Source: an optimization exercise on an open RTL-to-GDS flow (aim: small area, a short achievable clock period and few clock cycles per item). Production flows keep margins and buffers that such runs may drop.
Only simulation tests tie the RTL to the original design; equivalence was not proved.
Power is estimated from default activity; no workload was simulated.

===== flow/config.mk =====
export PLATFORM = sky130hd
export DESIGN_NAME = mipsExecUnit
export DESIGN_NICKNAME = mipsExecUnit
export VERILOG_FILES = /design/flow/design.v
export SDC_FILE = /design/flow/constraint.sdc
export NUM_CORES = 4
export LEC_CHECK = 0
export CAP_MARGIN = 20
export CORE_MARGIN = 2
export CORE_UTILIZATION = 40
export GPL_TIMING_DRIVEN = 1
export SETUP_SLACK_MARGIN = 2.2
export SLEW_MARGIN = 20

===== flow/constraint.sdc =====
create_clock -name core_clock -period 5.0 [get_ports {clk}]
set_input_delay 1.0000 -clock core_clock [delete_from_list [all_inputs] [get_ports {clk}]]
set_output_delay 1.0000 -clock core_clock [all_outputs]
set_load 0.01 [all_outputs]

===== flow/design.v =====
package mipsPkg;
    localparam int dataWidth    = 32;
    localparam int regAddrWidth = 5;
    localparam int opWidth      = 6;
    localparam int functWidth   = 6;
    localparam int immWidth     = 16;
    localparam int aluOpWidth   = 4;
    localparam logic [opWidth-1:0] opRtype  = 6'b000000;
    localparam logic [opWidth-1:0] opRegimm = 6'b000001;
    localparam logic [opWidth-1:0] opBeq    = 6'b000100;
    localparam logic [opWidth-1:0] opBne    = 6'b000101;
    localparam logic [opWidth-1:0] opBlez   = 6'b000110;
    localparam logic [opWidth-1:0] opBgtz   = 6'b000111;
    localparam logic [opWidth-1:0] opAddi   = 6'b001000;
    localparam logic [opWidth-1:0] opAddiu  = 6'b001001;
    localparam logic [opWidth-1:0] opSlti   = 6'b001010;
    localparam logic [opWidth-1:0] opSltiu  = 6'b001011;
    localparam logic [opWidth-1:0] opAndi   = 6'b001100;
    localparam logic [opWidth-1:0] opOri    = 6'b001101;
    localparam logic [opWidth-1:0] opXori   = 6'b001110;
    localparam logic [opWidth-1:0] opLui    = 6'b001111;
    localparam logic [functWidth-1:0] functSll  = 6'b000000;
    localparam logic [functWidth-1:0] functSrl  = 6'b000010;
    localparam logic [functWidth-1:0] functSra  = 6'b000011;
    localparam logic [functWidth-1:0] functSllv = 6'b000100;
    localparam logic [functWidth-1:0] functSrlv = 6'b000110;
    localparam logic [functWidth-1:0] functSrav = 6'b000111;
    localparam logic [functWidth-1:0] functAdd  = 6'b100000;
    localparam logic [functWidth-1:0] functAddu = 6'b100001;
    localparam logic [functWidth-1:0] functSub  = 6'b100010;
    localparam logic [functWidth-1:0] functSubu = 6'b100011;
    localparam logic [functWidth-1:0] functAnd  = 6'b100100;
    localparam logic [functWidth-1:0] functOr   = 6'b100101;
    localparam logic [functWidth-1:0] functXor  = 6'b100110;
    localparam logic [functWidth-1:0] functNor  = 6'b100111;
    localparam logic [functWidth-1:0] functSlt  = 6'b101010;
    localparam logic [functWidth-1:0] functSltu = 6'b101011;
    localparam logic [aluOpWidth-1:0] aluZero = 4'd0;    
    localparam logic [aluOpWidth-1:0] aluAdd  = 4'd1;
    localparam logic [aluOpWidth-1:0] aluSub  = 4'd2;
    localparam logic [aluOpWidth-1:0] aluSlt  = 4'd3;
    localparam logic [aluOpWidth-1:0] aluSltu = 4'd4;
    localparam logic [aluOpWidth-1:0] aluAnd  = 4'd5;
    localparam logic [aluOpWidth-1:0] aluOr   = 4'd6;
    localparam logic [aluOpWidth-1:0] aluXor  = 4'd7;
    localparam logic [aluOpWidth-1:0] aluNor  = 4'd8;
    localparam logic [aluOpWidth-1:0] aluSll  = 4'd9;
    localparam logic [aluOpWidth-1:0] aluSrl  = 4'd10;
    localparam logic [aluOpWidth-1:0] aluSra  = 4'd11;
endpackage
`timescale 1ns/1ps
module instrDecode (
    input  logic                             clk,
    input  logic                             rstN,
    input  logic                             inValid,
    output logic                             inReady,
    input  logic [31:0]                      instr,
    input  logic [31:0]                      rsValue,
    input  logic [31:0]                      rtValue,
    output logic                             downValid,
    input  logic                             downReady,
    output logic [mipsPkg::aluOpWidth-1:0]   downAluOp,
    output logic [31:0]                      downPropagate,
    output logic [31:0]                      downGenerate,
    output logic [4:0]                       downShiftAmt,
    output logic [4:0]                       downDest,
    output logic                             downBranchTaken,
    output logic                             downIllegal
);
    logic [5:0]  op;
    logic [5:0]  fn;
    logic [4:0]  rtF;
    logic        isR;
    logic        isRegimm;
    logic [mipsPkg::aluOpWidth-1:0] aluOp;
    logic        branch;
    logic        illegal;
    logic        isLui;
    logic        useImm;
    logic        sub;
    logic [31:0] imm;
    logic [31:0] operandA;
    logic [31:0] operandB;
    logic        reverseB;
    logic [31:0] operandSel;
    logic [31:0] operandOrdered;
    logic        passB;
    logic [4:0]  shiftAmt;
    logic [4:0]  dest;
    logic        rsZero;
    logic        rsNeg;
    logic        eq;
    logic        taken;
    assign op  = instr[31:26];
    assign fn  = instr[5:0];
    assign rtF = instr[20:16];
    assign isR      = (op == mipsPkg::opRtype);
    assign isRegimm = (op == mipsPkg::opRegimm);
    always_comb begin
        aluOp   = mipsPkg::aluZero;
        branch  = 1'b0;
        illegal = 1'b0;
        if (isR) begin
            case (fn)
                mipsPkg::functAdd, mipsPkg::functAddu: aluOp = mipsPkg::aluAdd;
                mipsPkg::functSub, mipsPkg::functSubu: aluOp = mipsPkg::aluSub;
                mipsPkg::functAnd:  aluOp = mipsPkg::aluAnd;
                mipsPkg::functOr:   aluOp = mipsPkg::aluOr;
                mipsPkg::functXor:  aluOp = mipsPkg::aluXor;
                mipsPkg::functNor:  aluOp = mipsPkg::aluNor;
                mipsPkg::functSlt:  aluOp = mipsPkg::aluSlt;
                mipsPkg::functSltu: aluOp = mipsPkg::aluSltu;
                mipsPkg::functSll, mipsPkg::functSllv: aluOp = mipsPkg::aluSll;
                mipsPkg::functSrl, mipsPkg::functSrlv: aluOp = mipsPkg::aluSrl;
                mipsPkg::functSra, mipsPkg::functSrav: aluOp = mipsPkg::aluSra;
                default:            illegal = 1'b1;
            endcase
        end else begin
            case (op)
                mipsPkg::opAddi, mipsPkg::opAddiu: aluOp = mipsPkg::aluAdd;
                mipsPkg::opSlti:  aluOp = mipsPkg::aluSlt;
                mipsPkg::opSltiu: aluOp = mipsPkg::aluSltu;
                mipsPkg::opAndi:  aluOp = mipsPkg::aluAnd;
                mipsPkg::opOri:   aluOp = mipsPkg::aluOr;
                mipsPkg::opXori:  aluOp = mipsPkg::aluXor;
                mipsPkg::opLui:   aluOp = mipsPkg::aluSll;
                mipsPkg::opBeq, mipsPkg::opBne,
                mipsPkg::opBlez, mipsPkg::opBgtz: branch = 1'b1;
                mipsPkg::opRegimm: begin
                    if (rtF[4:1] == 4'd0) begin
                        branch = 1'b1;
                    end else begin
                        illegal = 1'b1;
                    end
                end
                default: illegal = 1'b1;
            endcase
        end
    end
    assign dest = (illegal || branch) ? 5'd0 : (isR ? instr[15:11] : rtF);
    assign isLui  = (op == mipsPkg::opLui);
    assign useImm = op[3];
    assign sub    = op[3] ? (op[1] && !op[2]) : (fn[5] && fn[1] && !fn[2]);
    assign imm    = {{16{instr[15] && !op[2]}}, instr[15:0]};
    assign reverseB = op[3] ? (op[2:0] == 3'b111) : (!fn[5] && !fn[1]);
    assign operandSel = useImm ? imm : rtValue;
    always_comb begin
        for (int i = 0; i < 32; i++) begin
            operandOrdered[i] = reverseB ? operandSel[31-i] : operandSel[i];
        end
    end
    assign operandB = operandOrdered ^ {32{sub}};
    assign passB    = op[3] ? (op[2:0] == 3'b111) : !fn[5];
    assign operandA = rsValue & {32{!passB}};
    assign shiftAmt = isLui ? 5'd16 : (fn[2] ? rsValue[4:0] : instr[10:6]);
    assign rsZero = (rsValue == 32'd0);
    assign rsNeg  = rsValue[31];
    assign eq     = (rsValue == rtValue);
    always_comb begin
        taken = 1'b0;
        if (isRegimm) begin
            taken = rtF[0] ? !rsNeg : rsNeg;
        end else begin
            case (op[1:0])
                2'b00: taken = eq;
                2'b01: taken = !eq;
                2'b10: taken = rsNeg || rsZero;
                2'b11: taken = !rsNeg && !rsZero;
            endcase
        end
        taken = taken && branch;
    end
    assign inReady = !downValid || downReady;
    always_ff @(posedge clk or negedge rstN) begin
        if (!rstN) begin
            downValid <= 1'b0;
        end else if (inReady) begin
            downValid <= inValid;
        end
    end
    always_ff @(posedge clk) begin
        if (inValid && inReady) begin
            downAluOp       <= aluOp;
            downPropagate   <= operandA ^ operandB;
            downGenerate    <= operandA & operandB;
            downShiftAmt    <= shiftAmt;
            downDest        <= dest;
            downBranchTaken <= taken;
            downIllegal     <= illegal;
        end
    end
endmodule
`timescale 1ns/1ps
module aluExecute (
    input  logic [mipsPkg::aluOpWidth-1:0] aluOp,
    input  logic [31:0]                    propagate,
    input  logic [31:0]                    generate_,
    input  logic [4:0]                     shiftAmt,
    output logic [31:0]                    data
);
    logic        selSum, selSlt, selSltu, selAnd, selOr, selXor, selNor;
    logic        selSll, selSrl, selSra;
    logic        cin;
    logic [31:0] p;
    logic [31:0] g;
    logic [31:0] pp;
    logic [31:0] gg;
    logic [31:0] carry;
    logic [31:0] sum;
    logic        cout;
    logic        lessThan;
    logic [31:0] orv;
    logic [31:0] early;
    logic [31:0] shIn;
    logic [31:0] shOut;
    logic        fill;
    assign selSum  = (aluOp == mipsPkg::aluAdd) || (aluOp == mipsPkg::aluSub);
    assign selSlt  = (aluOp == mipsPkg::aluSlt);
    assign selSltu = (aluOp == mipsPkg::aluSltu);
    assign selAnd  = (aluOp == mipsPkg::aluAnd);
    assign selOr   = (aluOp == mipsPkg::aluOr);
    assign selXor  = (aluOp == mipsPkg::aluXor);
    assign selNor  = (aluOp == mipsPkg::aluNor);
    assign selSll  = (aluOp == mipsPkg::aluSll);
    assign selSrl  = (aluOp == mipsPkg::aluSrl);
    assign selSra  = (aluOp == mipsPkg::aluSra);
    assign cin     = (aluOp == mipsPkg::aluSub) || selSlt || selSltu;
    assign p = propagate;
    assign g = generate_;
    always_comb begin
        gg = g;
        pp = p;
        for (int l = 0; l < 5; l++) begin
            for (int j = 0; j < 32; j++) begin
                if (j[l]) begin
                    gg[j] = gg[j] | (pp[j] & gg[((j >> l) << l) - 1]);
                    pp[j] = pp[j] & pp[((j >> l) << l) - 1];
                end
            end
        end
    end
    assign carry = {gg[30:0] | (pp[30:0] & {31{cin}}), cin};
    assign sum   = p ^ carry;
    assign cout  = gg[31] | (pp[31] & cin);
    assign lessThan = selSltu ? !cout : (p[31] ? sum[31] : g[31]);
    assign shIn  = p;
    assign fill  = selSra & p[31];
    always_comb begin
        logic [31:0] x;
        x = shIn;
        for (int l = 0; l < 5; l++) begin
            for (int i = 0; i < 32; i++) begin
                if (shiftAmt[l]) begin
                    x[i] = (i + (1 << l) < 32) ? x[i + (1 << l)] : fill;
                end
            end
        end
        shOut = x;
    end
    assign orv = p | g;
    always_comb begin
        for (int i = 0; i < 32; i++) begin
            early[i] = (selSum & p[i])
                     | (selAnd & g[i])
                     | (selOr  & orv[i])
                     | (selXor & p[i])
                     | (selNor & !orv[i])
                     | ((selSrl | selSra) & shOut[i])
                     | (selSll & shOut[31-i]);
        end
        data    = early ^ (carry & {32{selSum}});
        data[0] = data[0] | ((selSlt | selSltu) & lessThan);
    end
endmodule
`timescale 1ns/1ps
module resultStage (
    input  logic        clk,
    input  logic        rstN,
    input  logic        upValid,
    output logic        upReady,
    input  logic [31:0] upData,
    input  logic [4:0]  upDest,
    input  logic        upBranchTaken,
    input  logic        upIllegal,
    output logic        outValid,
    input  logic        outReady,
    output logic [31:0] outData,
    output logic [4:0]  outDest,
    output logic        outWriteEn,
    output logic        outBranchTaken,
    output logic        outIllegal
);
    logic load;
    assign upReady = !outValid || outReady;
    assign load    = upValid && upReady;
    always_ff @(posedge clk or negedge rstN) begin
        if (!rstN) begin
            outValid <= 1'b0;
        end else if (upReady) begin
            outValid <= upValid;
        end
    end
    always_ff @(posedge clk) begin
        if (load) begin
            outData        <= upData;
            outDest        <= upDest;
            outBranchTaken <= upBranchTaken;
            outIllegal     <= upIllegal;
        end
    end
    assign outWriteEn = (outDest != 5'd0);
endmodule
`timescale 1ns/1ps
module mipsExecUnit (
    input  logic                                clk,
    input  logic                                rstN,
    input  logic                                inValid,
    output logic                                inReady,
    input  logic [mipsPkg::dataWidth-1:0]       instr,
    input  logic [mipsPkg::dataWidth-1:0]       rsValue,
    input  logic [mipsPkg::dataWidth-1:0]       rtValue,
    output logic                                outValid,
    input  logic                                outReady,
    output logic [mipsPkg::dataWidth-1:0]       outData,
    output logic [mipsPkg::regAddrWidth-1:0]    outDest,
    output logic                                outWriteEn,
    output logic                                outBranchTaken,
    output logic                                outIllegal
);
    logic                               decValid;
    logic                               decReady;
    logic [mipsPkg::aluOpWidth-1:0]     decAluOp;
    logic [31:0]                        decPropagate;
    logic [31:0]                        decGenerate;
    logic [4:0]                         decShiftAmt;
    logic [4:0]                         decDest;
    logic                               decBranchTaken;
    logic                               decIllegal;
    logic [31:0]                        exeData;
    instrDecode uDecode (
        .clk             (clk),
        .rstN            (rstN),
        .inValid         (inValid),
        .inReady         (inReady),
        .instr           (instr),
        .rsValue         (rsValue),
        .rtValue         (rtValue),
        .downValid       (decValid),
        .downReady       (decReady),
        .downAluOp       (decAluOp),
        .downPropagate   (decPropagate),
        .downGenerate    (decGenerate),
        .downShiftAmt    (decShiftAmt),
        .downDest        (decDest),
        .downBranchTaken (decBranchTaken),
        .downIllegal     (decIllegal)
    );
    aluExecute uExecute (
        .aluOp    (decAluOp),
        .propagate(decPropagate),
        .generate_(decGenerate),
        .shiftAmt (decShiftAmt),
        .data     (exeData)
    );
    resultStage uResult (
        .clk            (clk),
        .rstN           (rstN),
        .upValid        (decValid),
        .upReady        (decReady),
        .upData         (exeData),
        .upDest         (decDest),
        .upBranchTaken  (decBranchTaken),
        .upIllegal      (decIllegal),
        .outValid       (outValid),
        .outReady       (outReady),
        .outData        (outData),
        .outDest        (outDest),
        .outWriteEn     (outWriteEn),
        .outBranchTaken (outBranchTaken),
        .outIllegal     (outIllegal)
    );
endmodule

===== flow/flow/run.sh =====
#!/bin/bash
# Layout flow: the standard ORFS flow with these changes.
#  - Synthesis is the standard one except for the ABC script that maps the
#    combinational logic (flow/abc.script, &nf mapping).
#    Registers are mapped before ABC runs, so they are the standard ones.
#  - Port buffers are buf_1 cells instead of the delay cell buffer_ports picks.
#  - Clock tree synthesis adds no dummy loads to the clock tree.
set -euo pipefail
here=$(pwd)
flowdir=$(cd "$(dirname "${BASH_SOURCE[0]}")" && pwd)

# synth.tcl with the ABC script swapped
sed "s#  log_cmd abc {\*}\$abc_args#  set abc_args [lreplace \$abc_args 0 1 -script $flowdir/abc.script]\n  log_cmd abc {*}\$abc_args#" \
    "$FLOW_HOME/scripts/synth.tcl" > "$here/synth_custom_abc.tcl"
grep -q "abc.script" "$here/synth_custom_abc.tcl"
sed "s#source \$::env(SCRIPTS_DIR)/synth.tcl#source $here/synth_custom_abc.tcl#" \
    "$here/synth_recipe.tcl" > "$here/synth_recipe_custom.tcl"
grep -q "synth_custom_abc.tcl" "$here/synth_recipe_custom.tcl"
sed "s#SYNTH_SCRIPT=[^ ]*synth_recipe.tcl#SYNTH_SCRIPT=$here/synth_recipe_custom.tcl#" \
    "$here/standard.sh" > "$here/standard_custom.sh"
grep -q "synth_recipe_custom.tcl" "$here/standard_custom.sh"

bash "$here/standard_custom.sh" \
    BUFFER_PORTS_ARGS="-buffer_cell sky130_fd_sc_hd__buf_1" \
    CTS_ARGS="-sink_clustering_enable -repair_clock_nets -buf_list sky130_fd_sc_hd__clkbuf_8 -dont_use_dummy_load" \
    finish > "$here/flow_make.log" 2>&1

===== flow/flow/abc.script =====

&get -n
&st
&dch -f
&nf -D 3000
&put
topo
buffer -p
upsize -D 3000
dnsize -D 3000

===== flow/standard.sh =====
#!/bin/bash
# synth_recipe.tcl (not shown) runs the flow's synth.tcl, then flattens the netlist and writes it again
# the make line also repeats each setting of config.mk as NAME=value (left out here)
make -C /OpenROAD-flow-scripts/flow DESIGN_CONFIG=/design/flow/config.mk WORK_HOME=/design/flow/orfs CLKGATE_MAP_FILE= SYNTH_SCRIPT=/design/flow/synth_recipe.tcl "${@:-finish}"

==> results of run 1 <==
## cells by family after synthesis
group	Yosys count	synth area share
DFF	121	0.362
buffers and inverters	80	0.0300
muxes	77	0.108
AOI/OAI and AO/OA	327	0.212
and+or+nand+nor	339	0.158
xor gates and xnor gates	97	0.0849
adders and majority gates	36	0.0450
## metal layers
layer / wire length (um) / vias up
met5: 0 / -
met4: 1210 / 0
met3: 2780 / 81
met2: 14700 / 497
met1: 14500 / 4335
li1: - / 4375
## timing repair
action,in CTS,in global routing
gates resized for setup,25,22
hold endpoints to repair,0,0
setup endpoints to repair,96,60
pin swaps,2,4
gates cloned,0,2
setup buffers,20,27
## worst reg2reg max path, stage by stage (launching register included)
cell	delay [ns]
edfxtp_1	0.53
mux4_2	0.52
mux2_2	0.29
mux2_2	0.30
mux2i_4	0.18
o221ai_2	0.13
xnor2_1	0.16
or3b_4	0.41
## where the power goes
part           internal [mW]  switching (mW)  total (mW)  leakage (nW)
Combinational          0.471           0.662        1.13          2.90
Sequential              1.28           0.111        1.39          1.19
Clock                  0.298           0.345       0.643         0.122
## path summary, 6_finish.rpt
path	end	slack (ns)	depth (start not counted)
min	uDecode.downValid	0.33	1
max in group asynchronous	uResult.outValid	4.55	1
min in group core_clock	uResult.outDest[2]	0.43	0
min reg2reg	uResult.outDest[2]	0.43	0
max reg2reg	uResult.outData[0]	2.20	7
max	uResult.outData[0]	2.20	7
## layout make-up
cell class	count	area, um^2	area share
multi-input cells	876	6180	0.532
inverters	16	60.1	0.00516
well taps	324	405	0.0349
flip-flops and latches	121	3620	0.312
clock buffers	17	234	0.0201
repair buffers	202	1120	0.0964
## state kept, by name, summed over array words and instances (netlist names), 4 cells and up
| register | count |
|---|---|
| uDecode.downPropagate | 32 |
| uResult.outDest | 5 |
| uResult.outData | 32 |
| uDecode.downDest | 5 |
| uDecode.downGenerate | 32 |
| uDecode.downAluOp | 4 |
| uDecode.downShiftAmt | 5 |
## metrics by stage
step	setup WS [ns]	util	area (um^2)	hold WS, ns	total power [mW]
after floorplan	2.15	-	10000	0.400	2.07
after global placement	1.37	0.444	10900	0.402	2.41
after detailed placement	1.35	0.444	10900	0.405	2.42
after CTS	2.14	0.463	11300	0.305	3.12
after global routing	2.10	0.475	11600	0.312	3.34
final	2.20	0.475	11600	0.326	3.17
## placed cells by master (no fill, tap or decap), drive strengths merged, types with 4 or more instances in the layout
| cell type | n |
|---|---|
| a22oi | 9 |
| nand3 | 17 |
| clkbuf | 22 |
| xnor2 | 52 |
| nor4 | 17 |
| buf | 197 |
| inv | 15 |
| o221ai | 7 |
| a31oi | 9 |
| a21o | 10 |
| a211o | 7 |
| mux4 | 24 |
| nor3 | 14 |
| o21ai | 94 |
| mux2i | 42 |
| a221oi | 22 |
| xor2 | 45 |
| and2 | 37 |
| a21oi | 73 |
| ha | 36 |
| nand2 | 99 |
| nand2b | 10 |
| o21a | 31 |
| mux2 | 11 |
| a211oi | 20 |
| a221o | 11 |
| o211ai | 8 |
| o31ai | 4 |
| nor2 | 108 |
| nand4 | 12 |
| edfxtp | 119 |
| nor2b | 9 |
==> qor.yml, run 1 <==
synth_edf_count: 119
nNetsFinal: 1370
cts_buffer_depth: 2
max_stage_delay_ns: 0.53
crit_buf_inv: 0
maxCapViolCount: 0
synth_commonest_cells: "edfxtp_1, nor2_1, nand2_1, o21ai_0, a21oi_1"
portBuffers: 136
root_buffer: "clkbuf_8"
instances_no_fill: 1556
ant_nets: 0
hold_violations: 0
fp.dieH_um: 162
p_leak_nw: 4.21
grt_pass1_wl_um: 49600
cp.required_ns: 5.16
insertion_delay_ns: 0.44
vdd_ir_drop_max_uv: 178
synth_area_leaders: "edfxtp_1, mux4_2, o21ai_0, xnor2_1, ha_1"
grt_overflow: 0
yosysTopAreaCellShare: 0.357
syn_nets: 1213
dp_cells: 1490
worstSetupPathType: "flop to flop"
via_count: 9288
grt_max_degree: 81
place.gp.congestion: 0.960
coreArea_um2: 24500
cp_common_cell: "mux2_2"
clock.fmax_mhz: 357
drt_pass1_iterations: 5
endpoint_kind: "flop"
worstPathCellList: "mux4_2 > mux2_2 > mux2_2 > mux2i_4 > o221ai_2 > xnor2_1 > or3b_4"
synth_cell_type_count: 61
cts_sinks: 121
slowest_stage: "edfxtp_1"
initial_core_util: 0.409
path_max_fanout: 8
rows: 57
gr-usage-all-layers: 0.249
wl_per_cell_um: 21.3
maxSlewViolCount: 0
synth_most_common_cell: "edfxtp_1"
use_met3: 0.0485
worst_slew_pin_slew_ns: 1.10
routed_via_density: 5.97
syn_area_per_cell_um2: 9.29
timing.final.crit_share: 0.561
ys_warn_count: 3
cts_tree: "built"
antenna_found_initial: 0
cts_made_buffers: 17
hpwl_um: 24400
fin_skew_ns: 0.0181
drtIter0Drc: 1027
grtUsageMet1: 0.354
synth_area_leader_cell: "edfxtp_1"
rsz0062_at_grt: "yes"
synth-main-ff-cell: "edfxtp_1"
synthToLayoutAreaGrowth_pct: 16.2
grt_use_met2: 0.374
cts_max_level: 4
critPathArrivalTime_ns: 2.97
p_per_area_nw_per_um2: 272
tns_ns: 0
async_flop_share: 0.0165
die_area_um2: 26300
synth-seq-cells: 121
setup_viol: 0
crit_start: "uDecode.downPropagate[21]"
syn_area_um2: 10000
insertedDiodeCount: 0
crit_family: "multiplexers"
status: "finished clean"
io_pins: 142
layout-drive-gt1-share: 0.119
cts_hold_buf: 0
postSynthCellCount: 1077
filler_cell_count: 2411
wirelength_um: 33100
grt_busiest_layer: "met2"
grt_pass1_vias: 8557
min_path_type: "input pin to async pin"
ys_seq_area_frac: 0.362
cts.reportedPaths.clkPinSlew_ns: 0.07
timing.rr.start: "uDecode.downPropagate[21]"
drcViolationCount: 0
period_needed_ns: 2.80
slew_headroom: 0.261
start_kind: "flop"
die_x_um: 162
Testbench counts, summed over its fixed seeds: cycles 24,016, items 24,000.
==> run 2: changes to the inputs <==
==> flow/flow/abc.script (replaced) <==

&get -n
&st
&dch
&nf -D 3000
&put
topo
buffer -p
upsize -D 3000
dnsize -D 3000
--- a/flow/config.mk
+++ b/flow/config.mk
@@ -9,5 +9,6 @@
 export CORE_MARGIN = 2
 export CORE_UTILIZATION = 40
 export GPL_TIMING_DRIVEN = 1
+export PLACE_DENSITY = 0.8
 export SETUP_SLACK_MARGIN = 2.2
 export SLEW_MARGIN = 20
==> run 2 against run 1 <==
Compared with the run above: register-to-register slack worse by 0.08 ns; combinational power down 4%; critical path type unchanged; synthesized cell count fell by 0.56%; largest cell class unchanged; fmax down 2.7%.
==> qor.yml, run 2 <==
p_leak_nw: 4.12  # -2.2%
antenna_found_initial: 0  # unchanged
insertedDiodeCount: 0  # unchanged
crit_family: "compound AO/OA/AOI/OAI gates"
sw_frac_of_total: 0.355  # +0.00204
cts_max_level: 4  # unchanged
cts_tree: "built"
tns_ns: 0  # unchanged
layout-drive-gt1-share: 0.110  # -0.00813
grt_pass1_vias: 8691  # +1.6%
routed_via_density: 6.08  # +1.9%
min_path_type: "input pin to async pin"
drtIter0Drc: 1133  # +10%
top_regs: "uDecode.downGenerate: 32 flops, uDecode.downPropagate: 32 flops, uResult.outData: 32 flops"
syn_area_um2: 9960  # -0.45%
synth-seq-cells: 121  # unchanged
rows: 57  # unchanged
gr-usage-all-layers: 0.234  # -0.0147
multi_input_area_um2: 6160  # -0.47%
slowest_stage: "edfxtp_1"
synth_cell_type_count: 59  # -3.3%
die_x_um: 162  # -0.22%
drt_pass1_iterations: 8  # +3
ys_seq_area_frac: 0.364  # +0.00164
register_area_um2: 3620  # unchanged
internal-power_mw: 2.05  # -0.17%
placed_area_um2: 10800  # -0.73%
switching_power_mw: 1.13  # +0.73%
wl_per_cell_um: 20.7  # -2.6%
nNetsFinal: 1343  # -2.0%
portBuffers: 136  # unchanged
synth-main-ff-cell: "edfxtp_1"
cts.reportedPaths.clkPinSlew_ns: 0.09  # +0.02 ns
die_area_um2: 26200  # -0.44%
cp_common_cell: "o21a_1"
synth_area_leaders: "edfxtp_1, xnor2_1, mux2i_1, mux4_2, nor2_1"
ys_warn_count: 3  # unchanged
synthToLayoutAreaGrowth_pct: 14.4
insertion_delay_ns: 0.46  # +0.02 ns
start_kind: "flop"
worstSetupPathType: "flop to flop"
async_flop_share: 0.0165  # unchanged
vdd_ir_drop_max_uv: 162  # -9.0%
fin_skew_ns: 0.0394  # +0.0213 ns
period_needed_ns: 2.88  # +0.0766 ns
p_comb_frac: 0.345  # -0.013
initial_core_util: 0.408  # -0.000650
final_common_cell: "buf_1"
syn_nets: 1207  # -0.49%
hold_violations: 0  # unchanged
cts_buffer_depth: 2  # unchanged
cts_made_buffers: 17  # unchanged
cts_sinks: 121  # unchanged
seqPwrFrac: 0.455  # +0.016
timing.final.crit_share: 0.576  # +0.0153
ant_nets: 0  # unchanged
hold_slack_ns: 0.314  # -0.0126 ns
p_per_area_nw_per_um2: 278  # +2.2%
coreArea_um2: 24400  # -0.29%
yosysTopAreaCellShare: 0.359  # +0.00161
worstPathCellList: "buf_4 > clkbuf_16 > mux4_2 > mux2i_1 > nand2_1 > o21a_1 > o21a_1 > a221oi_1 > xor2_1"
fp.dieH_um: 162  # -0.22%
layout_common_cells: "buf_1, nor2_1, edfxtp_1"
hpwl_um: 23700  # -2.7%
crit_buf_inv: 2  # +2
power.clock.fraction: 0.200  # -0.003
wirelength_um: 31700  # -4.3%
clock.fmax_mhz: 347  # -2.7%
syn_area_per_cell_um2: 9.30  # +0.11%
cp.required_ns: 5.18  # +0.02 ns
endpoint_kind: "flop"
synth_commonest_cells: "nor2_1, edfxtp_1, a21oi_1, xnor2_1, nand2_1"
critPathArrivalTime_ns: 3.06  # +0.09 ns
filler_cell_count: 2257  # -6.4%
via_count: 9301  # +0.14%
grt_pass1_wl_um: 47600  # -4.2%
grt_max_degree: 81  # unchanged
synth_edf_count: 119  # unchanged
max_stage_delay_ns: 0.50  # -0.03 ns
postSynthCellCount: 1071  # -0.56%
cts_hold_buf: 0  # unchanged
rsz0062_at_grt: "yes"
maxCapViolCount: 0  # unchanged
setup_viol: 0  # unchanged
place.gp.congestion: 0.964  # +0.42%
status: "finished clean"
grt_overflow: 0  # unchanged
fin_area_um2: 11400  # -2.0%
maxSlewViolCount: 0  # unchanged
synth_area_leader_cell: "edfxtp_1"
drcViolationCount: 0  # unchanged
worst_slew_pin_slew_ns: 1.20  # +0.0993 ns
io_pins: 142  # unchanged
synth_most_common_cell: "nor2_1"
slew_headroom: 0.194  # -0.0668
root_buffer: "clkbuf_8"
path_max_fanout: 6  # -2
## run 2: worst paths after layout
check | startpoint | end | slack (ns) | cells after the start
worst max-delay path | uDecode.downShiftAmt[1] | uResult.outData[19] | 2.12 | 9
worst min-delay path | rstN | uDecode.downValid | 0.31 | 1
worst max register to register | uDecode.downShiftAmt[1] | uResult.outData[19] | 2.12 | 9
worst min register to register | uDecode.downDest[0] | uResult.outDest[0] | 0.41 | 0
max in group asynchronous | rstN | uResult.outValid | 4.55 | 1
min in group core_clock | uDecode.downDest[0] | uResult.outDest[0] | 0.41 | 0
## run 2: repair_timing
item / in CTS / in global routing
endpoints found under the setup margin: 87 / 52
pin swaps: 1 / 9
resized for setup: 4 / 35
gates cloned: 0 / 2
hold endpoints to repair: 0 / 0
setup buffers: 8 / 22
## run 2: cells by family after synthesis
logic type                 share of synthesized area
DFF                                            0.364
and+or+nand+nor                                0.158
muxes                                          0.113
buffers and inverters                         0.0309
AOI/OAI and AO/OA                              0.206
adders and majority gates                     0.0452
xor gates and xnor gates                      0.0835
## run 2: power by group through the flow
stage | logic (mW) | clock network, mW | registers (mW)
after floorplan | 0.704 | 0 | 1.40
after global placement | 0.970 | 0 | 1.46
after detailed placement | 0.988 | 0 | 1.46
after CTS | 1.01 | 0.645 | 1.44
after global routing | 1.18 | 0.678 | 1.45
final | 1.09 | 0.635 | 1.44
## run 2: metrics by stage
| step | std cells | power (mW) | util | worst slack, ns |
|---|---|---|---|---|
| floorplan | 1071 | 2.10 | - | 2.20 |
| global placement | 1480 | 2.43 | 0.442 | 1.53 |
| detailed placement | 1480 | 2.45 | 0.442 | 1.46 |
| CTS | 1505 | 3.09 | 0.454 | 2.04 |
| global route | 1529 | 3.31 | 0.467 | 2.05 |
| finish | 1529 | 3.17 | 0.467 | 2.12 |
## run 2: area by class of cell
type | instances | area share
Timing Repair Buffer | 186 | 0.0812
Inverter | 13 | 0.00461
Sequential cell | 121 | 0.318
Tap cell | 324 | 0.0356
Clock buffer | 17 | 0.0205
Multi-Input combinational cell | 868 | 0.540
## run 2: worst reg2reg max path: cells and delay by family, from the launching register on
kind	cells	cell delay, ns
compound gates	3	0.80
simple gates	1	0.11
buf+inv	2	0.32
flops	1	0.50
mux	2	0.75
xor+xnor	1	0.11
## run 2: metal layers
metal | global-route usage | wire length (um) | up-vias | part of all wire
met2 | 0.369 | 14000 | 665 | 0.44
met4 | 0.102 | 1350 | 0 | 0.043
met1 | 0.313 | 13000 | 4255 | 0.41
li1 | - | - | 4276 | -
met3 | 0.0493 | 3420 | 105 | 0.11
met5 | 0 | 0 | - | 0
==> run 3: changes to the inputs <==
--- a/flow/config.mk
+++ b/flow/config.mk
@@ -9,6 +9,6 @@
 export CORE_MARGIN = 2
 export CORE_UTILIZATION = 40
 export GPL_TIMING_DRIVEN = 1
-export PLACE_DENSITY = 0.8
+export PLACE_DENSITY = 0.45
 export SETUP_SLACK_MARGIN = 2.2
 export SLEW_MARGIN = 20
==> run 3 against run 2 <==
Compared with the run above: register-to-register slack improved by 0.09 ns; final cell count increased by 0.59%; highest routed layer unchanged; core utilization increased by 0.57 points; still clean on timing, DRC and antenna; count of clock-buffer cells in the layout unchanged; area after synthesis unchanged; die area unchanged.
==> qor.yml, run 3 <==
status: "finished clean"
grt_pass1_vias: 8394  # -3.4%
vdd_ir_drop_max_uv: 128  # -21%
via_count: 9064  # -2.5%
root_buffer: "clkbuf_8"
worst_slew_pin_slew_ns: 1.07  # -0.136 ns
placed_area_um2: 10800  # about the same
insertion_delay_ns: 0.45  # about the same
fin_area_um2: 11500  # +1.2%
synth_commonest_cells: "nor2_1, edfxtp_1, a21oi_1, xnor2_1, nand2_1"
postSynthCellCount: 1071  # unchanged
maxCapViolCount: 0  # unchanged
layout-drive-gt1-share: 0.122  # +0.0115
cts_sinks: 121  # unchanged
wirelength_um: 35100  # +11%
path_max_fanout: 6  # unchanged
drtIter0Drc: 698  # -38%
syn_area_per_cell_um2: 9.30  # unchanged
cts_tree: "built"
cp.required_ns: 5.14  # -0.04 ns
critPathArrivalTime_ns: 2.93  # -0.13 ns
slew_headroom: 0.284  # +0.0895
cts_buffer_depth: 2  # unchanged
endpoint_kind: "flop"
async_flop_share: 0.0165  # unchanged
portBuffers: 136  # unchanged
hold_violations: 0  # unchanged
drcViolationCount: 0  # unchanged
synth_edf_count: 119  # unchanged
grt_max_degree: 65  # -20%
synth_most_common_cell: "nor2_1"
routed_via_density: 5.89  # -3.1%
nNetsFinal: 1352  # +0.67%
synth_area_leaders: "edfxtp_1, xnor2_1, mux2i_1, mux4_2, nor2_1"
p_leak_nw: 4.20  # +2.0%
top_regs: "uDecode.downGenerate: 32 flops, uDecode.downPropagate: 32 flops, uResult.outData: 32 flops"
ys_warn_count: 3  # unchanged
coreArea_um2: 24400  # unchanged
yosysTopAreaCellShare: 0.359  # unchanged
grt_pass1_wl_um: 51800  # +8.9%
worstSetupPathType: "flop to flop"
p_per_area_nw_per_um2: 280  # +0.45%
gr-usage-all-layers: 0.265  # +0.0301
final_common_cell: "buf_1"
initial_core_util: 0.408  # unchanged
maxSlewViolCount: 0  # unchanged
synth_cell_type_count: 59  # unchanged
antenna_found_initial: 0  # unchanged
cts_max_level: 4  # unchanged
drt_pass1_iterations: 8  # unchanged
io_pins: 142  # unchanged
fin_skew_ns: 0.0307  # -0.00876 ns
hold_slack_ns: 0.341  # +0.0278 ns
insertedDiodeCount: 0  # unchanged
syn_nets: 1207  # unchanged
rsz0062_at_grt: "yes"
tns_ns: 0  # unchanged
place.gp.congestion: 0.931  # -3.3%
wl_per_cell_um: 22.8  # +9.9%
syn_area_um2: 9960  # unchanged
ys_seq_area_frac: 0.364  # unchanged
cts.reportedPaths.clkPinSlew_ns: 0.06  # -0.03 ns
min_path_type: "input pin to async pin"
grt_overflow: 0  # unchanged
cts_hold_buf: 0  # unchanged
synth_area_leader_cell: "edfxtp_1"
timing.final.crit_share: 0.558  # -0.0178
synth-seq-cells: 121  # unchanged
ant_nets: 0  # unchanged
clock.fmax_mhz: 358  # +3.2%
rows: 57  # unchanged
start_kind: "flop"
synth-main-ff-cell: "edfxtp_1"
cts_made_buffers: 17  # unchanged
hpwl_um: 25900  # +9.1%
setup_viol: 0  # unchanged
synthToLayoutAreaGrowth_pct: 15.8
period_needed_ns: 2.79  # -0.0888 ns
die_area_um2: 26200  # unchanged
die_x_um: 162  # unchanged
fp.dieH_um: 162  # unchanged
layout_common_cells: "buf_1, nor2_1, edfxtp_1"
==> run 3: cell counts after synthesis <==
No cell type changed its count.
==> run 3: stage by stage <==
step	power [mW]	setup WS, ns	cells	utilization
6_report	3.23	2.21	1538	0.473
5_1_grt	3.39	2.14	1538	0.473
4_1_cts	3.19	2.14	1524	0.464
3_5_place_dp	2.48	1.35	1479	0.442
3_3_place_gp	2.49	1.33	1479	0.442
2_1_floorplan	2.10	2.20	1071	-
==> run 3: cells by family (layout without fill, tap and decap cells) <==
group,after synthesis,count (layout),share of synthesized area
compound gates,317,317,0.206
flops,121,121,0.364
mux,84,84,0.113
fa+ha+maj,36,36,0.0452
xor+xnor,95,95,0.0835
buf+inv,82,225,0.0309
simple gates,336,336,0.158
==> run 3: per-layer routing <==
| layer | global-route usage | wire length (um) | up-vias |
|---|---|---|---|
| met2 | 0.395 | 15300 | 426 |
| met4 | 0.0953 | 1040 | 0 |
| met3 | 0.0465 | 2440 | 57 |
| li1 | - | - | 4311 |
| met5 | 0 | 0 | - |
| met1 | 0.385 | 16300 | 4270 |
==> run 3: final timing paths <==
path,cells after the start,to,slack [ns],from
max,9,uResult.outData[0],2.21,uDecode.downShiftAmt[0]
max reg2reg,9,uResult.outData[0],2.21,uDecode.downShiftAmt[0]
min reg2reg,0,uResult.outBranchTaken,0.40,uDecode.downBranchTaken
max in group asynchronous,1,uResult.outValid,4.52,rstN
min,1,uDecode.downValid,0.34,rstN
min in group core_clock,0,uResult.outBranchTaken,0.40,uDecode.downBranchTaken
==> run 3: what timing repair did <==
action,4_1_cts,5_1_grt
buffers inserted,28,13
resized for setup,20,29
cloned,0,1
pin swaps,3,3
endpoints found under the setup margin,101,43
==> run 3: worst max-delay path: stages, from the launching register on <==
cell and delay [ns]:
edfxtp_1 0.39, buf_6 0.15, mux4_2 0.52, mux2_2 0.33, mux2i_4 0.18, a21oi_2 0.10, a221o_1 0.33, a21oi_1 0.15
xor2_1 0.18, nand3_2 0.15
==> run 3: final cells by class <==
| class | instances | area (um^2) |
|---|---|---|
| Sequential cell | 121 | 3620 |
| Fill cell | 2408 | 12900 |
| Multi-Input combinational cell | 868 | 6190 |
| Timing Repair Buffer | 195 | 1030 |
| Clock buffer | 17 | 234 |
| Inverter | 13 | 51.3 |
| Tap cell | 324 | 405 |
==> run 3: power by group <==
part	internal [mW]	switching (mW)	total, mW
Sequential	1.29	0.114	1.40
Clock	0.299	0.348	0.646
Combinational	0.481	0.698	1.18
Total	2.06	1.16	3.23
==> run 4: changes to the inputs <==
--- a/flow/config.mk
+++ b/flow/config.mk
@@ -9,6 +9,5 @@
 export CORE_MARGIN = 2
 export CORE_UTILIZATION = 40
 export GPL_TIMING_DRIVEN = 1
-export PLACE_DENSITY = 0.45
-export SETUP_SLACK_MARGIN = 2.2
+export SETUP_SLACK_MARGIN = 2.1
 export SLEW_MARGIN = 20
==> run 4 against run 3 <==
Compared with the run above: still clean; core utilization fell by 1.1 points; global-route usage fell by 2.1 points; synthesized cell count did not move; critical endpoint unchanged; highest routed layer unchanged.
==> qor.yml, run 4 <==
io_pins: 142  # unchanged
insertedDiodeCount: 0  # unchanged
syn_area_um2: 9960  # unchanged
top_regs: "uDecode.downGenerate: 32 flops, uDecode.downPropagate: 32 flops, uResult.outData: 32 flops"
cts_hold_buf: 0  # unchanged
drtIter0Drc: 1079  # +55%
syn_area_per_cell_um2: 9.30  # unchanged
slew_headroom: 0.233  # -0.0509
cp.required_ns: 5.15  # about the same
wl_per_cell_um: 21.2  # -7.2%
root_buffer: "clkbuf_8"
fin_skew_ns: 0.0326  # +0.00189 ns
synth_commonest_cells: "nor2_1, edfxtp_1, a21oi_1, xnor2_1, nand2_1"
grt_max_degree: 81  # +25%
cts_max_level: 4  # unchanged
ant_nets: 0  # unchanged
synth_area_leader_cell: "edfxtp_1"
post-route-util: 0.462  # -0.0113
final_common_cell: "buf_1"
grt_pass1_vias: 8306  # -1.0%
path_max_fanout: 12  # +6
layout-drive-gt1-share: 0.0956  # -0.0264
switching_power_mw: 1.10  # -5.2%
fp.dieH_um: 162  # unchanged
portBuffers: 136  # unchanged
internal-power_mw: 2.03  # -1.7%
initial_core_util: 0.408  # unchanged
status: "finished clean"
synth_cell_type_count: 59  # unchanged
sw_frac_of_total: 0.351  # -0.00837
die_x_um: 162  # unchanged
place_ws_ns: 1.31  # -0.0446 ns
cts_buffer_depth: 2  # unchanged
start_kind: "flop"
maxCapViolCount: 0  # unchanged
endpoint_kind: "flop"
tns_ns: 0  # unchanged
cts.reportedPaths.clkPinSlew_ns: 0.07  # about the same
place.gp.congestion: 0.942  # +1.2%
die_area_um2: 26200  # unchanged
timing.final.ws_setup_ns: 2.14  # -0.0669 ns
seqPwrFrac: 0.458  # +0.024
p_comb_frac: 0.342  # -0.024
p_leak_nw: 4.05  # -3.6%
min_path_type: "input pin to async pin"
hold_violations: 0  # unchanged
power.clock.fraction: 0.200  # about the same
layout_common_cells: "buf_1, nor2_1, edfxtp_1"
cts_made_buffers: 17  # unchanged
grt_overflow: 0  # unchanged
synth-main-ff-cell: "edfxtp_1"
insertion_delay_ns: 0.44  # about the same
yosysTopAreaCellShare: 0.359  # unchanged
synth_area_leaders: "edfxtp_1, xnor2_1, mux2i_1, mux4_2, nor2_1"
clock.fmax_mhz: 350  # -2.3%
worstSetupPathType: "flop to flop"
cts_sinks: 121  # unchanged
rows: 57  # unchanged
antenna_found_initial: 0  # unchanged
syn_nets: 1207  # unchanged
drcViolationCount: 0  # unchanged
grt_pass1_wl_um: 48500  # -6.3%
wirelength_um: 32100  # -8.5%
drt_pass1_iterations: 6  # -2
hpwl_um: 24600  # -4.9%
timing.final.crit_share: 0.572  # +0.0134
synthToLayoutAreaGrowth_pct: 13.0
period_needed_ns: 2.86  # +0.0669 ns
async_flop_share: 0.0165  # unchanged
p_per_area_nw_per_um2: 278  # -0.60%
synth-seq-cells: 121  # unchanged
rsz0062_at_grt: "yes"
ys_seq_area_frac: 0.364  # unchanged
cts_tree: "built"
nNetsFinal: 1331  # -1.6%
vdd_ir_drop_max_uv: 144  # +12%
coreArea_um2: 24400  # unchanged
postSynthCellCount: 1071  # unchanged
routed_via_density: 6.02  # +2.2%
synth_edf_count: 119  # unchanged
gr-usage-all-layers: 0.243  # -0.0212
setup_viol: 0  # unchanged
critPathArrivalTime_ns: 3.01  # +0.08 ns
ys_warn_count: 3  # unchanged
via_count: 9134  # +0.77%
maxSlewViolCount: 0  # unchanged
worst_slew_pin_slew_ns: 1.15  # +0.0779 ns
synth_most_common_cell: "nor2_1"
run 4: cell count changes in the layout (fill, tap and decap cells not counted), moves of 2 or more:
cell	change
nor2_4	-2
buf_2	-2
buf_1	+3
mux2i_2	+2
nand2b_4	-2
o21ai_0	+5
buf_4	-20
o21ai_1	-4
run 4: worst max-delay path, stage by stage (launching register included):
cell,delay (ns)
edfxtp_1,0.62
mux4_2,0.55
mux2_2,0.31
mux2i_2,0.23
a21oi_2,0.12
a221o_1,0.31
a21oi_1,0.16
xor2_1,0.17
nand3_1,0.11
run 4: path summary, 6_finish.rpt:
kind / to / startpoint / slack (ns) / cells past startpoint
max in group asynchronous: uResult.outValid / rstN / 4.52 / 1
worst min register to register: uResult.outDest[4] / uDecode.downDest[4] / 0.42 / 0
worst min-delay path: uDecode.downValid / rstN / 0.33 / 1
min in group core_clock: uResult.outDest[4] / uDecode.downDest[4] / 0.42 / 0
worst max-delay path: uResult.outData[0] / uDecode.downPropagate[28] / 2.14 / 8
worst max register to register: uResult.outData[0] / uDecode.downPropagate[28] / 2.14 / 8
run 4: layout make-up:
cell class / count / area, um^2
clock buffer: 17 / 234
tap: 324 / 405
fill: 2454 / 13100
sequential: 121 / 3620
timing repair buffer: 174 / 836
inverter: 13 / 51.3
multi-input combinational: 868 / 6110
run 4: per-layer routing:
| layer | part of all wire | track usage | up-vias |
|---|---|---|---|
| met2 | 0.44 | 0.363 | 521 |
| met4 | 0.041 | 0.106 | 0 |
| met1 | 0.44 | 0.347 | 4267 |
| li1 | - | - | 4271 |
| met5 | 0 | 0 | - |
| met3 | 0.082 | 0.0426 | 75 |
run 4: power by group through the flow:
stage	Combinational (mW)	Clock [mW]	Sequential, mW
2_1_floorplan	0.702	0	1.40
3_3_place_gp	0.991	0	1.46
3_5_place_dp	0.994	0	1.46
4_1_cts	1.02	0.644	1.43
5_1_grt	1.17	0.686	1.44
6_report	1.07	0.626	1.43
run 4: metrics by stage:
step / std cells / power (mW) / cell area, um^2 / hold WS (ns)
global route: 1517 / 3.30 / 11300 / 0.300
detailed placement: 1479 / 2.46 / 10800 / 0.405
global placement: 1479 / 2.45 / 10800 / 0.402
floorplan: 1071 / 2.10 / 9970 / 0.400
CTS: 1504 / 3.10 / 11100 / 0.310
finish: 1517 / 3.13 / 11300 / 0.332
run 4: timing repair:
item,in CTS,in global routing
pin swaps,1,1
buffers inserted,8,13
gates resized for setup,7,15
setup endpoints to repair,46,31
run 4: kinds of logic after synthesis:
group,count (synthesis),synth area share
buffers and inverters,82,0.0309
AOI/OAI and AO/OA,317,0.206
and+or+nand+nor,336,0.158
muxes,84,0.113
DFF,121,0.364
adders and majority gates,36,0.0452
xor gates and xnor gates,95,0.0835
==> run 5: changes to the inputs <==
--- a/flow/config.mk
+++ b/flow/config.mk
@@ -9,5 +9,5 @@
 export CORE_MARGIN = 2
 export CORE_UTILIZATION = 40
 export GPL_TIMING_DRIVEN = 1
-export SETUP_SLACK_MARGIN = 2.1
+export SETUP_SLACK_MARGIN = 2.0
 export SLEW_MARGIN = 20
==> run 5 against run 4 <==
Compared with the run above: largest power group unchanged; area after synthesis unchanged; non-clock buffer count is 10 lower; first-iteration DRC count decreased by 25%; clock skew increased by 0.010 ns; design area fell by 0.93%; die area is the same; largest cell class unchanged; setup slack worse by 0.0072 ns; clock power up 1%; critical endpoint unchanged.
==> qor.yml, run 5 <==
status: "finished clean"
reg2reg_to: "uResult.outData[0]"
via_count: 9081  # -0.58%
p_leak_nw: 3.99  # -1.4%
synth-seq-cells: 121  # unchanged
grt_overflow: 0  # unchanged
synth_edf_count: 119  # unchanged
insertion_delay_ns: 0.45  # about the same
seqPwrFrac: 0.461  # +0.003
async_flop_share: 0.0165  # unchanged
cts.reportedPaths.clkPinSlew_ns: 0.06  # about the same
worstSetupPathType: "flop to flop"
sw_frac_of_total: 0.354  # +0.00234
setup_viol: 0  # unchanged
synth_compound_area_frac: 0.206  # unchanged
rsz0062_at_grt: "yes"
period_needed_ns: 2.87  # +0.00722 ns
synth_area_leaders: "edfxtp_1, xnor2_1, mux2i_1, mux4_2, nor2_1"
final_common_cell: "buf_1"
dr_wl_met3_um: 2620  # -0.79%
place.gp.congestion: 0.974  # +3.4%
wirelength_um: 32200  # +0.20%
die_area_um2: 26200  # unchanged
initial_core_util: 0.408  # unchanged
synthToLayoutAreaGrowth_pct: 12.0
min_path_type: "input pin to async pin"
synth_cell_type_count: 59  # unchanged
synth-main-ff-cell: "edfxtp_1"
cts_sinks: 121  # unchanged
layout-drive-gt1-share: 0.0828  # -0.0127
drcViolationCount: 0  # unchanged
gr-usage-all-layers: 0.245  # +0.00163
yosysTopAreaCellShare: 0.359  # unchanged
syn_area_per_cell_um2: 9.30  # unchanged
yosys.area_share.simple: 0.158  # unchanged
wl_per_cell_um: 21.3  # +0.87%
tns_ns: 0  # unchanged
die_x_um: 162  # unchanged
slew_headroom: 0.358  # +0.126
rows: 57  # unchanged
coreArea_um2: 24400  # unchanged
grt_max_degree: 61  # -25%
timing.final.crit_share: 0.573  # +0.00144
drt_pass1_iterations: 8  # +2
grt_pass1_vias: 8495  # +2.3%
ys_seq_area_frac: 0.364  # unchanged
cts_max_level: 4  # unchanged
ant_nets: 0  # unchanged
dr_wl_met2_um: 14100  # +0.39%
path_max_fanout: 11  # -1
cp.required_ns: 5.14  # about the same
hold_violations: 0  # unchanged
drtIter0Drc: 810  # -25%
reg2reg_depth: 8  # unchanged
nNetsFinal: 1321  # -0.75%
cts_buffer_depth: 2  # unchanged
layout_common_cells: "buf_1, nor2_1, edfxtp_1"
post-route-util: 0.457  # -0.00431
switching_power_mw: 1.11  # +0.52%
worst_slew_pin_slew_ns: 0.962  # -0.184 ns
critPathArrivalTime_ns: 3.01  # about the same
hpwl_um: 24900  # +0.91%
top_regs: "uDecode.downGenerate: 32 flops, uDecode.downPropagate: 32 flops, uResult.outData: 32 flops"
power.clock.fraction: 0.203  # +0.003
p_per_area_nw_per_um2: 280  # +0.80%
rrSetupSlack_ns: 2.13  # about the same
maxCapViolCount: 0  # unchanged
synth_commonest_cells: "nor2_1, edfxtp_1, a21oi_1, xnor2_1, nand2_1"
cts_made_buffers: 17  # unchanged
maxSlewViolCount: 0  # unchanged
synth_top_family_by_area: "compound AO/OA/AOI/OAI gates"
synth_xor_area_frac: 0.0835  # unchanged
io_pins: 142  # unchanged
wl_met1_um: 14300  # +0.95%
routed_via_density: 6.03  # about the same
endpoint_kind: "flop"
fin_skew_ns: 0.0427  # +0.0101 ns
grt_pass1_wl_um: 49100  # +1.2%
syn_nets: 1207  # unchanged
synthAdderAreaFrac: 0.0452  # unchanged
postSynthCellCount: 1071  # unchanged
p_comb_frac: 0.336  # -0.006
antenna_found_initial: 0  # unchanged
vdd_ir_drop_max_uv: 150  # +4.3%
synth_area_leader_cell: "edfxtp_1"
synth_most_common_cell: "nor2_1"
start_kind: "flop"
ys_warn_count: 3  # unchanged
synthMuxAreaShare: 0.113  # unchanged
portBuffers: 136  # unchanged
routed.top_layer: "met4"
fp.dieH_um: 162  # unchanged
cts_tree: "built"
timing.rr.start: "uDecode.downPropagate[25]"
filler_cell_count: 2410  # -1.8%
internal-power_mw: 2.02  # -0.50%
insertedDiodeCount: 0  # unchanged
syn_area_um2: 9960  # unchanged
clock.fmax_mhz: 349  # -0.25%
root_buffer: "clkbuf_8"
[run 5: what timing repair did]
item | in CTS | in global routing
gates resized for setup | 2 | 15
hold buffers | 0 | 0
setup endpoints to repair | 30 | 45
endpoints found under the hold margin | 0 | 0
setup buffers | 6 | 4
pin swaps | 1 | 0
[run 5: layout make-up]
class	count	area, um^2	share of cell area
inverters	13	48.8	0.00437
well taps	324	405	0.0363
clock buffers	17	234	0.0210
repair buffers	164	757	0.0679
flip-flops and latches	121	3620	0.325
multi-input cells	868	6090	0.546
[run 5: kinds of logic after synthesis]
family                     after synthesis
AOI/OAI and AO/OA                      317
xor gates and xnor gates                95
adders and majority gates               36
buffers and inverters                   82
DFF                                    121
muxes                                   84
and+or+nand+nor                        336
[run 5: worst max path at each step]
stage | slack, ns | startpoint | endpoint | cells past startpoint
6_report | 2.13 | uDecode.downPropagate[25] | uResult.outData[0] | 8
5_1_grt | 2.00 | uDecode.downPropagate[3] | uResult.outData[0] | 9
4_1_cts | 2.01 | uDecode.downShiftAmt[1] | uResult.outData[0] | 9
3_5_place_dp | 1.47 | uDecode.downShiftAmt[1] | uResult.outData[0] | 9
3_3_place_gp | 1.47 | uDecode.downShiftAmt[1] | uResult.outData[0] | 9
2_1_floorplan | 1.92 | instr[2] | uDecode.downPropagate[0] | 8
[run 5: metrics by stage]
step / cell area [um^2] / power [mW] / worst slack (ns) / hold WS (ns) / cells
6_report: 11200 / 3.12 / 2.13 / 0.354 / 1507
5_1_grt: 11200 / 3.29 / 2.00 / 0.345 / 1507
4_1_cts: 11100 / 3.11 / 2.01 / 0.337 / 1503
3_5_place_dp: 10800 / 2.47 / 1.47 / 0.406 / 1480
3_3_place_gp: 10800 / 2.46 / 1.47 / 0.401 / 1480
2_1_floorplan: 9970 / 2.10 / 1.92 / 0.400 / 1071
[run 5: power groups by stage]
| stage | registers [mW] | logic [mW] | clock network [mW] |
|---|---|---|---|
| 2_1_floorplan | 1.40 | 0.702 | 0 |
| 3_3_place_gp | 1.46 | 1.00 | 0 |
| 3_5_place_dp | 1.46 | 1.01 | 0 |
| 4_1_cts | 1.43 | 1.03 | 0.650 |
| 5_1_grt | 1.45 | 1.15 | 0.682 |
| 6_report | 1.44 | 1.05 | 0.634 |
[run 5: per-layer routing]
layer  GRT usage  vias to the layer above
met5           0                        -
li1            -                     4249
met2       0.375                      492
met4      0.0917                        0
met3      0.0388                       75
met1       0.350                     4265
[run 5: critical path, cell delays in order (launching register included)]
cell and delay (ns):
edfxtp_1 0.59, mux4_2 0.57, mux2_2 0.33, mux2i_4 0.18, a21oi_2 0.12, a221o_1 0.32, a21oi_1 0.16, xor2_1 0.19
nand3_1 0.11
==> run 6: changes to the inputs <==
--- a/flow/config.mk
+++ b/flow/config.mk
@@ -9,5 +9,5 @@
 export CORE_MARGIN = 2
 export CORE_UTILIZATION = 40
 export GPL_TIMING_DRIVEN = 1
-export SETUP_SLACK_MARGIN = 2.0
+export SETUP_SLACK_MARGIN = 2.2
 export SLEW_MARGIN = 20
==> run 6 against run 5 <==
Compared with the run above: still clean on timing, DRC and antenna; count of clock-buffer cells in the layout did not move; global-route usage is 0.23 points higher; fmax grew 3.7%.
==> qor.yml, run 6 <==
via_count: 9109  # +0.31%
die_area_um2: 26200  # unchanged
hold_slack_ns: 0.325  # -0.0288 ns
dp_cells: 1480  # unchanged
synth_commonest_cells: "nor2_1, edfxtp_1, a21oi_1, xnor2_1, nand2_1"
synthToLayoutAreaGrowth_pct: 14.5
synth-seq-cells: 121  # unchanged
endpoint_kind: "flop"
postSynthCellCount: 1071  # unchanged
maxCapViolCount: 0  # unchanged
cts_buffer_depth: 2  # unchanged
setup_viol: 0  # unchanged
start_kind: "flop"
grt_pass1_vias: 8288  # -2.4%
syn_nets: 1207  # unchanged
cts_hold_buf: 0  # unchanged
timing.final.crit_share: 0.553  # -0.0205
drcViolationCount: 0  # unchanged
min_path_type: "input pin to async pin"
worstSetupPathType: "flop to flop"
synth_area_leader_cell: "edfxtp_1"
fp.dieH_um: 162  # unchanged
slew_headroom: 0.218  # -0.141
nNetsFinal: 1344  # +1.7%
initial_core_util: 0.408  # unchanged
worst_slew_pin_slew_ns: 1.17  # +0.207 ns
async_flop_share: 0.0165  # unchanged
grt_use_met2: 0.358  # -0.0170
top_regs: "uDecode.downGenerate: 32 flops, uDecode.downPropagate: 32 flops, uResult.outData: 32 flops"
drt_pass1_iterations: 6  # -2
drtIter0Drc: 980  # +21%
synth_area_leaders: "edfxtp_1, xnor2_1, mux2i_1, mux4_2, nor2_1"
layout-drive-gt1-share: 0.109  # +0.0266
timing.final.ws_setup_ns: 2.24  # +0.102 ns
rsz0062_at_grt: "yes"
hold_violations: 0  # unchanged
synth-main-ff-cell: "edfxtp_1"
insertedDiodeCount: 0  # unchanged
synth_cell_type_count: 59  # unchanged
cp.required_ns: 5.18  # +0.04 ns
clock.fmax_mhz: 362  # +3.7%
fin_skew_ns: 0.0448  # +0.00212 ns
period_needed_ns: 2.76  # -0.102 ns
ys_warn_count: 3  # unchanged
grt_max_degree: 81  # +33%
grt_busiest_layer: "met1"
final_common_cell: "buf_1"
p_per_area_nw_per_um2: 278  # -0.64%
ant_nets: 0  # unchanged
gr-usage-all-layers: 0.247  # +0.00226
tns_ns: 0  # unchanged
syn_area_per_cell_um2: 9.30  # unchanged
routed_via_density: 5.95  # -1.2%
grtUsageMet1: 0.358  # +0.00837
grt_pass1_wl_um: 49400  # +0.65%
synth_edf_count: 119  # unchanged
cts.reportedPaths.clkPinSlew_ns: 0.07  # about the same
die_x_um: 162  # unchanged
coreArea_um2: 24400  # unchanged
place_ws_ns: 1.50  # +0.0222 ns
instances_no_fill: 1530  # +1.5%
maxSlewViolCount: 0  # unchanged
path_max_fanout: 8  # -3
cts_sinks: 121  # unchanged
wirelength_um: 32500  # +1.2%
root_buffer: "clkbuf_8"
use_met3: 0.0472  # +0.00843
portBuffers: 136  # unchanged
insertion_delay_ns: 0.46  # about the same
status: "finished clean"
io_pins: 142  # unchanged
placed_area_um2: 10800  # about the same
hpwl_um: 24600  # -0.91%
post-route-util: 0.468  # +0.0102
critPathArrivalTime_ns: 2.95  # -0.06 ns
wl_per_cell_um: 21.3  # -0.31%
grt_overflow: 0  # unchanged
fin_area_um2: 11400  # +2.2%
syn_area_um2: 9960  # unchanged
place.gp.congestion: 0.963  # -1.1%
ys_seq_area_frac: 0.364  # unchanged
cts_max_level: 4  # unchanged
synth_most_common_cell: "nor2_1"
cts_made_buffers: 17  # unchanged
rows: 57  # unchanged
power_mw: 3.17  # +1.6%
cts_tree: "built"
vdd_ir_drop_max_uv: 156  # +3.9%
yosysTopAreaCellShare: 0.359  # unchanged
reg2reg_depth: 9  # +1
p_leak_nw: 4.12  # +3.2%
layout_common_cells: "buf_1, nor2_1, edfxtp_1"
antenna_found_initial: 0  # unchanged
run 6: changes by cell type in the layout (fill, tap and decap cells not counted), moves of 2 or more:
| cell | before | now |
|---|---|---|
| buf_6 | 0 | 2 |
| a21oi_1 | 81 | 79 |
| buf_4 | 25 | 47 |
| o21ai_1 | 2 | 7 |
| a21oi_2 | 1 | 3 |
| o21ai_0 | 74 | 69 |
run 6: kinds of logic after synthesis:
group	Yosys count	share of synthesized area
simple gates	336	0.158
compound gates	317	0.206
flops	121	0.364
xor+xnor	95	0.0835
mux	84	0.113
buf+inv	82	0.0309
fa+ha+maj	36	0.0452
run 6: repair_timing:
action | 4_1_cts | 5_1_grt
resized for setup | 14 | 25
pin swaps | 1 | 1
setup buffers | 9 | 24
setup endpoints to repair | 98 | 57
run 6: power by group:
part,switching [mW],internal (mW),total [mW]
clock,0.338,0.298,0.636
sequential,0.138,1.29,1.42
combinational,0.647,0.467,1.11
run 6: final timing paths:
kind | startpoint | endpoint | slack [ns]
setup / recovery | uDecode.downShiftAmt[0] | uResult.outData[28] | 2.24
hold / removal | rstN | uDecode.downValid | 0.33
setup reg to reg | uDecode.downShiftAmt[0] | uResult.outData[28] | 2.24
hold reg to reg | uDecode.downBranchTaken | uResult.outBranchTaken | 0.43
max in group asynchronous | rstN | uResult.outValid | 4.52
min in group core_clock | uDecode.downBranchTaken | uResult.outBranchTaken | 0.43
run 6: layer usage:
layer / vias up / part of all wire
met5: - / 0
met4: 0 / 0.041
met3: 66 / 0.077
met2: 469 / 0.43
met1: 4277 / 0.45
li1: 4297 / -
run 6: cell type report:
type	instances	area (um^2)
clock buffer	17	234
fill	2368	13000
timing repair buffer	187	943
inverter	13	55.1
tap	324	405
multi-input combinational	868	6140
sequential	121	3620
run 6: worst max-delay path, stage by stage (launching register included):
cell,delay [ns]
edfxtp_1,0.42
buf_4,0.18
buf_4,0.19
mux2i_1,0.24
nor2_1,0.08
o32ai_1,0.38
a21oi_1,0.13
a22oi_1,0.47
o221ai_1,0.21
xor2_1,0.21
==> run 7: changes to the inputs <==
--- a/flow/config.mk
+++ b/flow/config.mk
@@ -8,6 +8,6 @@
 export CAP_MARGIN = 20
 export CORE_MARGIN = 2
 export CORE_UTILIZATION = 40
-export GPL_TIMING_DRIVEN = 1
+export GPL_TIMING_DRIVEN = 0
 export SETUP_SLACK_MARGIN = 2.2
 export SLEW_MARGIN = 20
==> run 7 against run 6 <==
Compared with the run above: global-route usage increased by 4.1 points; critical path depth stayed put; first-iteration DRC count is 8.6% lower; register-to-register slack got worse by 0.12 ns; die area stayed put; combinational power rose by 7%; final cell count up 2.2%; synthesized cell count unchanged; fmax down 4.0%; routed wire length grew 16%; clock skew fell by 0.0078 ns.
==> qor.yml, run 7 <==
synth_edf_count: 119  # unchanged
worstSetupPathType: "flop to flop"
cts.reportedPaths.clkPinSlew_ns: 0.07  # about the same
fin_skew_ns: 0.0370  # -0.00784 ns
initial_core_util: 0.408  # unchanged
via_count: 9354  # +2.7%
synth-main-ff-cell: "edfxtp_1"
grt_pass1_vias: 8900  # +7.4%
coreArea_um2: 24400  # unchanged
critPathArrivalTime_ns: 3.17  # +0.22 ns
root_buffer: "clkbuf_8"
cts_buffer_depth: 2  # unchanged
ys_warn_count: 3  # unchanged
rsz0062_at_grt: "yes"
syn_nets: 1207  # unchanged
timing.final.crit_share: 0.576  # +0.0233
drcViolationCount: 0  # unchanged
placed_area_um2: 11000  # +1.6%
fin_area_um2: 11500  # +1.1%
synth_area_leader_cell: "edfxtp_1"
cts_max_level: 4  # unchanged
synth_most_common_cell: "nor2_1"
worst_slew_pin_slew_ns: 0.751  # -0.418 ns
synth_area_leaders: "edfxtp_1, xnor2_1, mux2i_1, mux4_2, nor2_1"
slew_headroom: 0.498  # +0.280
syn_area_per_cell_um2: 9.30  # unchanged
clock.fmax_mhz: 347  # -4.0%
die_area_um2: 26200  # unchanged
layout_common_cells: "buf_1, nor2_1, edfxtp_1"
portBuffers: 134  # -1.5%
insertion_delay_ns: 0.46  # about the same
filler_cell_count: 2437  # +2.9%
routed_via_density: 5.98  # +0.52%
gr-usage-all-layers: 0.288  # +0.0407
syn_area_um2: 9960  # unchanged
synth-seq-cells: 121  # unchanged
setup_viol: 0  # unchanged
final_common_cell: "buf_1"
fp.dieH_um: 162  # unchanged
synth_cell_type_count: 59  # unchanged
top_regs: "uDecode.downGenerate: 32 flops, uDecode.downPropagate: 32 flops, uResult.outData: 32 flops"
rows: 57  # unchanged
async_flop_share: 0.0165  # unchanged
maxSlewViolCount: 0  # unchanged
drtIter0Drc: 896  # -8.6%
cts_made_buffers: 17  # unchanged
maxCapViolCount: 0  # unchanged
p_leak_nw: 4.18  # +1.6%
cp.required_ns: 5.29  # +0.11 ns
grt_max_degree: 61  # -25%
wl_per_cell_um: 24.1  # +13%
wirelength_um: 37700  # +16%
yosysTopAreaCellShare: 0.359  # unchanged
status: "finished clean"
period_needed_ns: 2.88  # +0.117 ns
vdd_ir_drop_max_uv: 145  # -6.5%
grt_overflow: 0  # unchanged
tns_ns: 0  # unchanged
hold_violations: 0  # unchanged
min_path_type: "input pin to async pin"
start_kind: "flop"
place.gp.congestion: 0.987  # +2.5%
layout-drive-gt1-share: 0.128  # +0.0189
synth_commonest_cells: "nor2_1, edfxtp_1, a21oi_1, xnor2_1, nand2_1"
ys_seq_area_frac: 0.364  # unchanged
cts_sinks: 121  # unchanged
cts_tree: "built"
nNetsFinal: 1377  # +2.5%
timing.final.ws_setup_ns: 2.12  # -0.117 ns
synthToLayoutAreaGrowth_pct: 15.7
postSynthCellCount: 1071  # unchanged
endpoint_kind: "flop"
ant_nets: 0  # unchanged
hold_slack_ns: 0.354  # +0.0286 ns
path_max_fanout: 8  # unchanged
insertedDiodeCount: 0  # unchanged
antenna_found_initial: 0  # unchanged
die_x_um: 162  # unchanged
place_ws_ns: 1.51  # +0.0147 ns
grt_pass1_wl_um: 55800  # +13%
drt_pass1_iterations: 5  # -1
hpwl_um: 30100  # +22%
io_pins: 142  # unchanged
p_per_area_nw_per_um2: 282  # +1.4%
[run 7: critical path, cell delays in order, from the launching register on]
cell and delay, ns:
edfxtp_1 0.54, a21o_1 0.22, a31oi_1 0.18, o211ai_1 0.26, a211oi_2 0.38, o211ai_1 0.14, buf_4 0.20, a211o_1 0.29
a2111o_1 0.41, nand3_1 0.11
[run 7: kinds of logic after synthesis]
kind of cell               share of synthesized area
xor gates and xnor gates                      0.0835
adders and majority gates                     0.0452
muxes                                          0.113
buffers and inverters                         0.0309
and+or+nand+nor                                0.158
AOI/OAI and AO/OA                              0.206
DFF                                            0.364
[run 7: final timing paths]
path,slack [ns],cells after the start,start,to
max,2.12,9,uDecode.downPropagate[3],uResult.outData[0]
min,0.35,1,rstN,uDecode.downValid
max reg2reg,2.12,9,uDecode.downPropagate[3],uResult.outData[0]
min reg2reg,0.43,0,uDecode.downDest[2],uResult.outDest[2]
max in group asynchronous,4.52,1,rstN,uResult.outValid
min in group core_clock,0.43,0,uDecode.downDest[2],uResult.outDest[2]
[run 7: what timing repair did]
item / 4_1_cts / 5_1_grt
pin swaps: 2 / 0
setup buffers: 5 / 9
setup endpoints to repair: 77 / 83
hold buffers: 0 / 0
gates resized for setup: 60 / 55
[run 7: power by group]
group          leakage [nW]  internal, mW  switching, mW
clock                 0.122         0.298          0.362
sequential             1.19          1.28          0.118
combinational          2.87         0.468          0.725
[run 7: metal layers]
metal	global-route usage	routed length (um)	part of all wire
met1	0.386	16000	0.42
met2	0.468	17300	0.46
met3	0.0424	2730	0.072
met4	0.119	1630	0.043
met5	0	0	0
[run 7: through the flow]
step | power [mW] | cells | util
2_1_floorplan | 2.10 | 1071 | -
3_3_place_gp | 2.53 | 1529 | 0.446
3_5_place_dp | 2.53 | 1532 | 0.449
4_1_cts | 3.22 | 1554 | 0.466
5_1_grt | 3.41 | 1563 | 0.473
6_report | 3.26 | 1563 | 0.473
[run 7: area by class of cell]
class	count	area [um^2]	share of cell area
Buffer	69	363	0.0315
Clock buffer	17	234	0.0203
Inverter	13	51.3	0.00445
Multi-Input combinational cell	868	6190	0.537
Sequential cell	121	3620	0.314
Tap cell	324	405	0.0352
Timing Repair Buffer	151	664	0.0576

==> port drivers added, routing unchanged <==
In the flow no input, the clock included, has a driving cell. The finished layouts below were timed again as built, in two steps.
Step 1 sets driving cells, clkbuf_16 on the clock port and buf_2 on the other inputs (assumed; they add their load-dependent delay and slew).
Step 2 adds t to the input delays and takes it off the output delays; t is the mean of the earliest and latest rising clock arrival at the registers after step 1. Input paths then give back, and output paths get back, about the clock's delay inside the block.
Slacks: ideal / step 1 / step 2; pairs: ideal / step 1.
| run | t (ns) | slack for setup (ns) | hold WS [ns] | worst setup path after step 2 | pins driven straight from the clock port |
|---|---|---|---|---|---|
| run 1 | 0.487 | 2.196 / 2.196 / 1.871 | 0.326 / 0.303 / 0.426 | input to register | 1 |
| run 2 | 0.486 | 2.120 / 2.120 / 1.808 | 0.314 / 0.294 / 0.414 | input to register | 1 |
| run 3 | 0.475 | 2.209 / 2.209 / 1.830 | 0.341 / 0.322 / 0.404 | input to register | 1 |
| run 4 | 0.466 | 2.142 / 2.142 / 1.811 | 0.332 / 0.319 / 0.423 | input to register | 1 |
| run 5 | 0.476 | 2.135 / 2.135 / 1.717 | 0.354 / 0.331 / 0.423 | input to register | 1 |
| run 6 | 0.480 | 2.237 / 2.237 / 1.826 | 0.325 / 0.305 / 0.426 | input to register | 1 |
| run 7 | 0.482 | 2.120 / 2.120 / 1.784 | 0.354 / 0.338 / 0.427 | input to register | 1 |
After both steps setup and hold are still met in every run listed. For run 5, which loses most, drivers alone change the setup slack by 0.000 ns; drivers and shift together by -0.418 ns.
